Background: an optimization exercise with open tools, aiming at small area, a short achievable clock period and few clock cycles per item. Do not read the settings as production practice. Function was checked by simulation only, so behaviour that the tests miss may differ from the original.

Design adc_scan_scale_smooth, start of the top module:
module adc_scan_scale_smooth (
   input  logic                clock,
   input  logic                reset,
   input  logic                req_valid,
   output logic                req_ready,
   input  logic [13:0]         req_sample,
   output logic                rsp_valid,
   input  logic                rsp_ready,
   output logic [1:0]          rsp_channel,
   output logic signed [31:0]  rsp_smoothed_value,
   output logic [7:0]          rsp_next_mux,
   input  logic                csr_we,
   input  logic [2:0]          csr_index,
   input  logic [31:0]         csr_wdata
);
export LEC_CHECK = 0
export CAP_MARGIN = 20
export CORE_MARGIN = 2
export CORE_UTILIZATION = 40
export CTS_BUF_LIST = sky130_fd_sc_hd__clkbuf_16
export CTS_CLUSTER_DIAMETER = 150
export CTS_CLUSTER_SIZE = 20
export SLEW_MARGIN = 20
create_clock -name core_clock -period 9.5 [get_ports {clock}]
standard.sh (not shown) runs the stock make flow with config.mk's settings and CLKGATE_MAP_FILE= SYNTH_SCRIPT=/design/flow/synth_recipe.tcl, a recipe that flattens the netlist after the stock synthesis.
==> flow/flow/run.sh <==
#!/bin/bash
# The standard layout, with three changes to how it is made:
#  - Yosys synth without its early "abc -fast" pass (-noabc), so that
#    extract_fa finds the carry-save adders without inverted polarities;
#  - port buffers of a plain buffer cell instead of the default delay cell;
#  - timing repair aimed 5.5 ns below the clock period.
# The clock period, SDC and everything else are the standard flow's. Each tool's output is
# in orfs/logs/ (ORFS) and in standard.log.
set -euo pipefail
bash standard.sh SETUP_SLACK_MARGIN=5.5 \
  "BUFFER_PORTS_ARGS=-buffer_cell sky130_fd_sc_hd__buf_2" finish > standard.log 2>&1
The first run produced a clean layout.
Testbench counts at the start, summed over its fixed seeds: cycles 4,856, samples 4,800.
Change:
--- a/flow/flow/run.sh
+++ b/flow/flow/run.sh
@@ -10 +10 @@
-bash standard.sh SETUP_SLACK_MARGIN=5.5 \
+bash standard.sh SYNTH_ARGS=-noabc SETUP_SLACK_MARGIN=5.5 \
Cell area went down by 1.7%.
Worst setup slack improved by 0.066 ns.
First-iteration DRC count went up by 0.75%.
Global-route usage went up by 0.29 points.
Utilization barely changes.
Non-clock buffer count went up by 1.
Change:
CTS_BUF_LIST = sky130_fd_sc_hd__clkbuf_8   (was sky130_fd_sc_hd__clkbuf_16)
CTS_CLUSTER_DIAMETER = default   (was 150)
The changed run finished clean. Flip-flop and latch count is unchanged. Clock-buffer cell count came out higher by 91. Worst hold slack degrades by 0.0049 ns. Setup slack degrades by 0.037 ns. Fmax came out lower by about 0.9%. Non-clock buffer count came out higher by 33.
Change:
CTS_BUF_LIST = sky130_fd_sc_hd__clkbuf_4   (was sky130_fd_sc_hd__clkbuf_8)
Cell area stays flat.
Setup slack is better by 0.017 ns.
Core utilization stays flat.
Register-to-register slack improves by 0.02 ns.
Critical path depth is unchanged.
Die area stays the same.
Count of clock-buffer cells in the layout climbs by 153.
Wire length is about the same.
Non-clock buffer count came out lower by 18.

---

Setup of run 1:
Another version of the RTL of adc_scan_scale_smooth (not shown whole).
For scale: roughly 730 flip-flops, ~98 I/O pins, about 56,000 µm² of cells after synthesis.
## adc_scan_scale_smooth
module adc_scan_scale_smooth (
   input  logic                clock,
   input  logic                reset,
   input  logic                req_valid,
   output logic                req_ready,
   input  logic [13:0]         req_sample,
   output logic                rsp_valid,
   input  logic                rsp_ready,
   output logic [1:0]          rsp_channel,
   output logic signed [31:0]  rsp_smoothed_value,
   output logic [7:0]          rsp_next_mux,
   input  logic                csr_we,
   input  logic [2:0]          csr_index,
   input  logic [31:0]         csr_wdata
);
clock: 9.5 ns
lec_check: 0
cap_margin: 20
core_margin: 2
core_utilization: 40
slew_margin: 20
==> flow/flow/run.sh <==
#!/bin/bash
# The standard layout, with three changes to how it is made:
#  - Yosys synth without its early "abc -fast" pass (-noabc), so that
#    extract_fa finds the carry-save adders without inverted polarities;
#  - port buffers of a plain buffer cell instead of the default delay cell;
#  - timing repair aimed 5 ns below the clock period.
# The clock period, SDC and everything else are the standard flow's. Each tool's output is
# in orfs/logs/ (ORFS) and in standard.log.
set -euo pipefail
bash standard.sh SYNTH_ARGS=-noabc SETUP_SLACK_MARGIN=5 \
  "BUFFER_PORTS_ARGS=-buffer_cell sky130_fd_sc_hd__buf_2" finish > standard.log 2>&1
Testbench counts of run 1, summed over its fixed seeds: cycles 4,856, samples 4,800.
> inputs changed (run 1 -> run 2)
==> flow/run.sh (new file) <==
#!/bin/bash
# synth_recipe.tcl (not shown) runs the flow's synth.tcl, then flattens the netlist and writes it again
# the make line also repeats each setting of config.mk as NAME=value (left out here)
make -C /OpenROAD-flow-scripts/flow DESIGN_CONFIG=/design/flow/config.mk WORK_HOME=/design/flow/orfs CLKGATE_MAP_FILE= SYNTH_SCRIPT=/design/flow/synth_recipe.tcl finish
--- a/flow/config.mk
+++ b/flow/config.mk
@@ -10 +10,2 @@
-export CORE_UTILIZATION = 40
+export CORE_UTILIZATION = 60
+export SETUP_SLACK_MARGIN = 5
removed: flow/flow/run.sh
removed: flow/standard.sh
Notes after the runs:
- Relative to run 1, setup slack after layout has gone down in run 2.
- From run 1 to run 2 the numbers moved as follows: well tap count shrank by about 33%; critical path depth grew by 1.
- Comparing run 2 with run 1, the hold slack came out essentially unchanged.
- Relative to run 1, the via count measured on run 2 has increased by a few percent.
- Taking run 1 as the reference point, the routed wire length of run 2 rises by 7400 µm.
- HPWL after detailed placement on run 2 is behind run 1.
Input-level comparison between run 3 and run 2:
--- a/flow/config.mk
+++ b/flow/config.mk
@@ -10 +10,3 @@
-export CORE_UTILIZATION = 60
+export CORE_UTILIZATION = 40
+export CTS_BUF_LIST = sky130_fd_sc_hd__clkbuf_8
+export CTS_CLUSTER_SIZE = 20
--- outcome ---
Sort run 2 and run 3 by final clock period utilization by the worst path asc -> top: run 3. Relative to run 2, utilization has decreased by 21 points in run 3. Comparing run 2 and run 3, the higher global-route usage was measured on run 2. Run 3 ended with more final clock skew than run 2. Run 3: all stages complete, timing, DRC and antenna checks passed. Going from run 2 to run 3, the count of non-CTS buffers in the layout was found to have gone up by about 1%.
What run 4 does differently from run 3 at the input level:
==> flow/flow/run.sh (new file) <==
#!/bin/bash
# The standard layout, with three changes to how it is made:
#  - Yosys synth without its early "abc -fast" pass (-noabc), so that
#    extract_fa finds the carry-save adders without inverted polarities;
#  - port buffers of a plain buffer cell instead of the default delay cell;
#  - timing repair aimed 5 ns below the clock period.
# The clock period, SDC and everything else are the standard flow's. Each tool's output is
# in orfs/logs/ (ORFS) and in standard.log.
set -euo pipefail
bash standard.sh SYNTH_ARGS=-noabc SETUP_SLACK_MARGIN=5.5 \
  "BUFFER_PORTS_ARGS=-buffer_cell sky130_fd_sc_hd__buf_2" finish > standard.log 2>&1
==> flow/standard.sh (new file) <==
#!/bin/bash
# synth_recipe.tcl (not shown) runs the flow's synth.tcl, then flattens the netlist and writes it again
# the make line also repeats each setting of config.mk as NAME=value (left out here)
make -C /OpenROAD-flow-scripts/flow DESIGN_CONFIG=/design/flow/config.mk WORK_HOME=/design/flow/orfs CLKGATE_MAP_FILE= SYNTH_SCRIPT=/design/flow/synth_recipe.tcl "${@:-finish}"
--- a/flow/config.mk
+++ b/flow/config.mk
@@ -13 +12,0 @@
-export SETUP_SLACK_MARGIN = 5
removed: flow/run.sh
--- outcome ---
Looking at leading cell type in the layout, fill and taps excluded, the sky130_fd_sc_hd__xnor2_1 result is from run 4; the sky130_fd_sc_hd__nand2_1 one comes from run 3.
Changes observed in run 4 relative to run 3: arrival time of the worst setup path fell 430 ps, highest clock rate climbed 9.7%.
Timing, DRC, antenna: 0 failures across run 4 and run 3
Summary of run 4 over run 3: area of placed instances lower, post-layout instance count excluding filler cells shrank by 210, post-cts resize count went up, wire length grew by 1.2%, xor-xnor portion of the synthesized cell area essentially unchanged.
#### Input delta (run 5 over run 4)
--- a/flow/flow/run.sh
+++ b/flow/flow/run.sh
@@ -10 +10 @@
-bash standard.sh SYNTH_ARGS=-noabc SETUP_SLACK_MARGIN=5.5 \
+bash standard.sh SYNTH_ARGS=-noabc SETUP_SLACK_MARGIN=6.5 \
Results
- [compare] base=run 4 new=run 5: final estimated routing congestion in global placement moved down, shortest clock period the worst path allows after layout down 95 ps, final worst-path cycle share decreased 1.0 points.
- The standard cells in run 5 occupy more silicon area than those in run 4 do.
- Delta (run 5 minus run 4): share of cell area taken by flip-flops and latches dropped 3.6 points; proportion of cell area occupied by multi-input gates went up.
- The first-pass GRT wire length of run 5 exceeds that of run 4 by 17,000 µm.
- Sort run 4 and run 5 by data arrival time of the critical path, descending, and run 4 comes first.
- The smallest setup slack after layout of run 5 was superior to that of run 4.

-- port drivers added, routing unchanged --
The results above use ideal ports. As a check the final layouts listed here were re-extracted and re-timed, cells and wires unchanged.
Step 1 sets driving cells, clkbuf_16 on the clock port and buf_2 on the other inputs (assumed; they add their load-dependent delay and slew).
Step 2 times the ports against the registers' clock, not the clock port: input delays grow and output delays shrink by t, the midpoint of the rising clock arrivals with the driver on.
Three values: no drivers, after step 1, after step 2; two values: the first two.
run	t (ns)	setup WS [ns]	clock arrival spread, ns	worst slew at a driven data input, ns	pins driven straight from the clock port
the first run of note 1	0.716	5.447 / 5.447 / 5.091	0.023 / 0.023	0.06	1
the second run of note 1	0.724	5.513 / 5.513 / 5.085	0.046 / 0.047	0.06	1
the third run of note 1	0.899	5.476 / 5.476 / 4.900	0.076 / 0.076	0.06	1
the fourth run of note 1	1.252	5.493 / 5.493 / 4.496	0.102 / 0.102	0.06	1
run 1	0.754	5.114 / 5.114 / 5.114	0.038 / 0.039	0.07	1
run 2	0.721	5.041 / 5.041 / 4.868	0.046 / 0.046	0.04	1
run 3	0.947	5.077 / 5.070 / 4.925	0.096 / 0.096	0.05	1
run 4	0.910	5.470 / 5.470 / 5.199	0.057 / 0.056	0.06	1
run 5	0.946	5.565 / 5.565 / 5.343	0.054 / 0.054	0.07	1
After both steps every run listed still meets setup and hold. For the fourth run of note 1, which loses most, drivers alone change the setup slack by 0.000 ns; drivers and shift together by -0.997 ns.
